From an optimization exercise on the open Yosys and OpenROAD flow, aimed at small area; shortcuts taken in it are not production practice.
Only simulation tests tie the RTL to the original design; equivalence was not proved.
Power and IR drop assume default switching activity.

## red
==> flow/design.v (excerpt) <==
module rv_core_top (
   input  logic               clk,
   input  logic               arst_n,
   input  logic               run,
   input  logic               load_req,
   input  rv_pkg::imem_addr_t load_addr,
   input  rv_pkg::word_t      load_data,
   output logic               load_ack,
   input  logic               rd_req,
   input  rv_pkg::reg_idx_t   rd_index,
   output logic               rd_ack,
   output rv_pkg::word_t      rd_data,
   output logic               halted
);
Size: about 8600 cells after synthesis, about 2900 flip-flops, ~83 I/O pins, ~91000 µm² of cells after synthesis.
export LEC_CHECK = 0
export CAP_MARGIN = 10
export CELL_PAD_IN_SITES_DETAIL_PLACEMENT = 1
export CELL_PAD_IN_SITES_GLOBAL_PLACEMENT = 2
export CORE_MARGIN = 2
export CORE_UTILIZATION = 50
export PLACE_DENSITY = 0.6
export SLEW_MARGIN = 10
create_clock -name core_clock -period 13.0 [get_ports {clk}]
standard.sh (not shown) runs the stock make flow with config.mk's settings and CLKGATE_MAP_FILE= SYNTH_SCRIPT=/design/flow/synth_recipe.tcl, a recipe that flattens the netlist after the stock synthesis.
==> flow/flow/run.sh <==
#!/bin/bash
# Standard layout, except that clock tree synthesis inserts no dummy loads
# and the port buffers are the smallest buffer.
set -euo pipefail
export CTS_ARGS="-sink_clustering_enable -repair_clock_nets -dont_use_dummy_load -sink_clustering_size 28 -sink_clustering_max_diameter 60 -buf_list sky130_fd_sc_hd__clkbuf_16"
export BUFFER_PORTS_ARGS="-buffer_cell sky130_fd_sc_hd__buf_1"
bash standard.sh > standard.log 2>&1
red completed; timing, DRC and antenna clean
Setup changes, red to blue
diff --git a/flow/flow/run.sh b/flow/flow/run.sh
--- a/flow/flow/run.sh
+++ b/flow/flow/run.sh
@@ -5 +5 @@
-export CTS_ARGS="-sink_clustering_enable -repair_clock_nets -dont_use_dummy_load -sink_clustering_size 28 -sink_clustering_max_diameter 60 -buf_list sky130_fd_sc_hd__clkbuf_16"
+export CTS_ARGS="-sink_clustering_enable -repair_clock_nets -dont_use_dummy_load -sink_clustering_size 17 -sink_clustering_max_diameter 60 -buf_list sky130_fd_sc_hd__clkbuf_8"
Findings:
Against red as the reference, blue delivers a lower final critical-path share of the clock period.
red and blue ended up with nearly the same first-pass GRT wire length.
Compared with red, blue has extra setup slack.
Looking at routed wire length across red and blue, the one that comes out higher is red.
The final reports for blue and red show hold slack lower in the former.
Setup changes, blue to green
diff --git a/flow/flow/run.sh b/flow/flow/run.sh
--- a/flow/flow/run.sh
+++ b/flow/flow/run.sh
@@ -5 +5 @@
-export CTS_ARGS="-sink_clustering_enable -repair_clock_nets -dont_use_dummy_load -sink_clustering_size 17 -sink_clustering_max_diameter 60 -buf_list sky130_fd_sc_hd__clkbuf_8"
+export CTS_ARGS="-sink_clustering_enable -repair_clock_nets -dont_use_dummy_load -sink_clustering_size 10 -sink_clustering_max_diameter 40 -buf_list {sky130_fd_sc_hd__clkbuf_4 sky130_fd_sc_hd__clkbuf_8}"
==> comparison <==
Cell area: green vs blue up 2.8%. Between green and blue, it is green whose global-route usage over all layers is higher, by 0.43 points. green vs. blue: post-synthesis to final-layout area growth went up by 3.0 points. green vs blue: switching power summed over all nets up. green vs blue: global-route wire length before repair up slightly. green against blue: sequential share of layout area fell 1.7 points, routed wire length rose 3900 µm. The lower worst setup slack after layout came out of green. Total chip power (higher): green. Comparing green and blue, number of filler instances in the final layout is higher on blue. Relative to blue, hold slack has gone up in green.
Here is what was changed in the inputs of orange compared with green.
# green
export LEC_CHECK = 0
export CAP_MARGIN = 10
export CELL_PAD_IN_SITES_DETAIL_PLACEMENT = 1
export CELL_PAD_IN_SITES_GLOBAL_PLACEMENT = 2
export CORE_MARGIN = 2
export CORE_UTILIZATION = 50
export PLACE_DENSITY = 0.6
export SLEW_MARGIN = 10
create_clock -name core_clock -period 13.0 [get_ports {clk}]
# orange
export LEC_CHECK = 0
export CAP_MARGIN = 10
export CELL_PAD_IN_SITES_DETAIL_PLACEMENT = 0
export CELL_PAD_IN_SITES_GLOBAL_PLACEMENT = 1
export CORE_MARGIN = 2
export CORE_UTILIZATION = 56
export PLACE_DENSITY = 0.66
export SLEW_MARGIN = 10
create_clock -name core_clock -period 13.0 [get_ports {clk}]
==> flow/flow/run.sh <==
#!/bin/bash
# Standard layout, except that clock tree synthesis inserts no dummy loads
# and the port buffers are the smallest buffer.
set -euo pipefail
export CTS_ARGS="-sink_clustering_enable -repair_clock_nets -dont_use_dummy_load -sink_clustering_size 17 -sink_clustering_max_diameter 60 -buf_list sky130_fd_sc_hd__clkbuf_8"
export BUFFER_PORTS_ARGS="-buffer_cell sky130_fd_sc_hd__buf_1"
bash standard.sh > standard.log 2>&1
--- outcome ---
- orange completed every stage of the flow, and the final layout passed the timing, design-rule and antenna checks.
- On cell area, the higher figure sits with green, not orange.
- Residual DRC count: green vs orange identical
- Across both runs, first-pass GRT wire length was lower for orange than for green.
- Routed metal-1 wirelength ends up lower on orange.
- Diff green -> orange | critical path depth | down by a few percent
- Filler cell count in the final layout, orange vs green: down by more than a quarter
- Relative to green, global routing usage summed across all routing layers increased by 1.7 points in orange.
- Area of the die, orange vs green: down by more than 10%


== job 101 ==
rv_core_top again, from the RTL that the note above started with.
export LEC_CHECK = 0
export CAP_MARGIN = 10
export CELL_PAD_IN_SITES_DETAIL_PLACEMENT = 0
export CELL_PAD_IN_SITES_GLOBAL_PLACEMENT = 1
export CORE_MARGIN = 2
export CORE_UTILIZATION = 56
export PLACE_DENSITY = 0.66
export SLEW_MARGIN = 10
create_clock -name core_clock -period 13.0 [get_ports {clk}]
==> flow/flow/run.sh <==
#!/bin/bash
# Standard layout, except that clock tree synthesis inserts no dummy loads
# and the port buffers are the smallest buffer.
set -euo pipefail
export CTS_ARGS="-sink_clustering_enable -repair_clock_nets -dont_use_dummy_load -sink_clustering_size 20 -sink_clustering_max_diameter 60 -buf_list {sky130_fd_sc_hd__clkbuf_8 sky130_fd_sc_hd__clkbuf_16}"
export BUFFER_PORTS_ARGS="-buffer_cell sky130_fd_sc_hd__buf_1"
bash standard.sh > standard.log 2>&1
Both conditions hold for job 101: the flow ran to the end and the final layout passed the timing, design-rule and antenna checks.
[inputs] job 102 vs job 101
# job 101
export LEC_CHECK = 0
export CAP_MARGIN = 10
export CELL_PAD_IN_SITES_DETAIL_PLACEMENT = 0
export CELL_PAD_IN_SITES_GLOBAL_PLACEMENT = 1
export CORE_MARGIN = 2
export CORE_UTILIZATION = 56
export PLACE_DENSITY = 0.66
export SLEW_MARGIN = 10
create_clock -name core_clock -period 13.0 [get_ports {clk}]
# job 102
export LEC_CHECK = 0
export CAP_MARGIN = 20
export CELL_PAD_IN_SITES_DETAIL_PLACEMENT = 0
export CELL_PAD_IN_SITES_GLOBAL_PLACEMENT = 0
export CORE_MARGIN = 2
export CORE_UTILIZATION = 60
export PLACE_DENSITY = 0.7
export SLEW_MARGIN = 20
create_clock -name core_clock -period 13.0 [get_ports {clk}]
==> flow/flow/run.sh <==
#!/bin/bash
# Standard layout, except that clock tree synthesis inserts no dummy loads
# and the port buffers are the smallest buffer.
set -euo pipefail
export CTS_ARGS="-sink_clustering_enable -repair_clock_nets -dont_use_dummy_load -sink_clustering_size 17 -sink_clustering_max_diameter 60 -buf_list sky130_fd_sc_hd__clkbuf_8"
export BUFFER_PORTS_ARGS="-buffer_cell sky130_fd_sc_hd__buf_1"
bash standard.sh > standard.log 2>&1
Results
- Per the final summary, job 102 finished and its layout is clean on timing, DRC and antenna.
- The global-route total usage across every layer in job 102 was higher than what job 101 gave.
- Summary of job 102 over job 101: total power went down, final instance count without filler cells went down, design area went down, core utilization went up, buffer count excluding the clock tree in the final layout went up.
- Sort job 101 and job 102 by first-iteration DRC count, ascending, and job 101 comes first.
- Relative to job 101, switching power decreased by 0.21 mW in job 102.
- Compared with job 101, job 102 shows largest fanout on the critical path that has gone up by more than half.
## Diff of input files: job 103 against job 102
# job 102
export LEC_CHECK = 0
export CAP_MARGIN = 20
export CELL_PAD_IN_SITES_DETAIL_PLACEMENT = 0
export CELL_PAD_IN_SITES_GLOBAL_PLACEMENT = 0
export CORE_MARGIN = 2
export CORE_UTILIZATION = 60
export PLACE_DENSITY = 0.7
export SLEW_MARGIN = 20
create_clock -name core_clock -period 13.0 [get_ports {clk}]
# job 103
export LEC_CHECK = 0
export CAP_MARGIN = 10
export CELL_PAD_IN_SITES_DETAIL_PLACEMENT = 1
export CELL_PAD_IN_SITES_GLOBAL_PLACEMENT = 2
export CORE_MARGIN = 2
export CORE_UTILIZATION = 50
export PLACE_DENSITY = 0.6
export SLEW_MARGIN = 10
create_clock -name core_clock -period 13.0 [get_ports {clk}]
==> flow/flow/run.sh <==
#!/bin/bash
# Standard layout, except that clock tree synthesis inserts no dummy loads
# and the port buffers are the smallest buffer.
set -euo pipefail
export CTS_ARGS="-sink_clustering_enable -repair_clock_nets -dont_use_dummy_load -sink_clustering_size 16 -sink_clustering_max_diameter 50 -buf_list sky130_fd_sc_hd__clkbuf_8"
export BUFFER_PORTS_ARGS="-buffer_cell sky130_fd_sc_hd__buf_1"
bash standard.sh > standard.log 2>&1
### Flow results
Job 103 against job 102: static leakage power went up 0.28 nW, overall power after layout higher.
Job 103: critical path data required time is 0.07 ns higher than what job 102 reported.
Job 102 → job 103: routed wire length higher; detailed-route vias per instance lower; post-place instance area higher; overall track demand over capacity in global routing lower.
Re total via count after detailed routing: job 102 was higher than job 103.
Job 102: no failed stages, no open violations at the end
Job 103: all stages complete, timing, DRC and antenna checks passed
[inputs] job 104 vs job 103
# job 103
export LEC_CHECK = 0
export CAP_MARGIN = 10
export CELL_PAD_IN_SITES_DETAIL_PLACEMENT = 1
export CELL_PAD_IN_SITES_GLOBAL_PLACEMENT = 2
export CORE_MARGIN = 2
export CORE_UTILIZATION = 50
export PLACE_DENSITY = 0.6
export SLEW_MARGIN = 10
create_clock -name core_clock -period 13.0 [get_ports {clk}]
# job 104
export LEC_CHECK = 0
export CAP_MARGIN = 0
export CELL_PAD_IN_SITES_DETAIL_PLACEMENT = 1
export CELL_PAD_IN_SITES_GLOBAL_PLACEMENT = 2
export CORE_MARGIN = 2
export CORE_UTILIZATION = 50
export PLACE_DENSITY = 0.6
export SLEW_MARGIN = 0
create_clock -name core_clock -period 13.0 [get_ports {clk}]
### Flow results
- Job 104 vs job 103 on insertion delay to the later sink of the worst-skew pair: job 104 is the higher one.
- Looking at job 104 and job 103, the overall global routing resource usage is a wash.
- The internal portion of total power of job 104 and that of job 103 are within noise of each other.
- The setup slack of job 104 is larger than that of job 103.
- As far as total power is concerned, job 103 and job 104 perform about the same.

[separate check: timing with driven ports]
In the flow no input, the clock included, has a driving cell. The finished layouts below were timed again as built, in two steps. Step 1 assumes that a clkbuf_16 drives the clock port and a buf_2 every other input. Step 2 also shifts input and output timing later by t, the mid clock arrival at the registers, as if the neighbouring blocks saw the same clock. a / b / c = ideal ports / drivers / drivers and shift; a / b = the first two.
run | t, ns | setup WS [ns] | worst slew at a driven data input, ns | cell pins on the clock port's net
red | 0.915 | 3.676 / 3.676 / 3.676 | 0.11 | 1
blue | 1.054 | 3.730 / 3.730 / 3.730 | 0.11 | 1
green | 1.179 | 3.644 / 3.644 / 3.644 | 0.11 | 1
orange | 1.058 | 3.491 / 3.491 / 3.491 | 0.09 | 1
job 101 | 0.894 | 3.535 / 3.535 / 3.535 | 0.09 | 1
job 102 | 0.980 | 4.407 / 4.407 / 4.407 | 0.13 | 1
job 103 | 1.067 | 3.522 / 3.522 / 3.522 | 0.11 | 1
job 104 | 1.093 | 3.613 / 3.613 / 3.613 | 0.10 | 1
After both steps setup and hold are still met in every run listed.
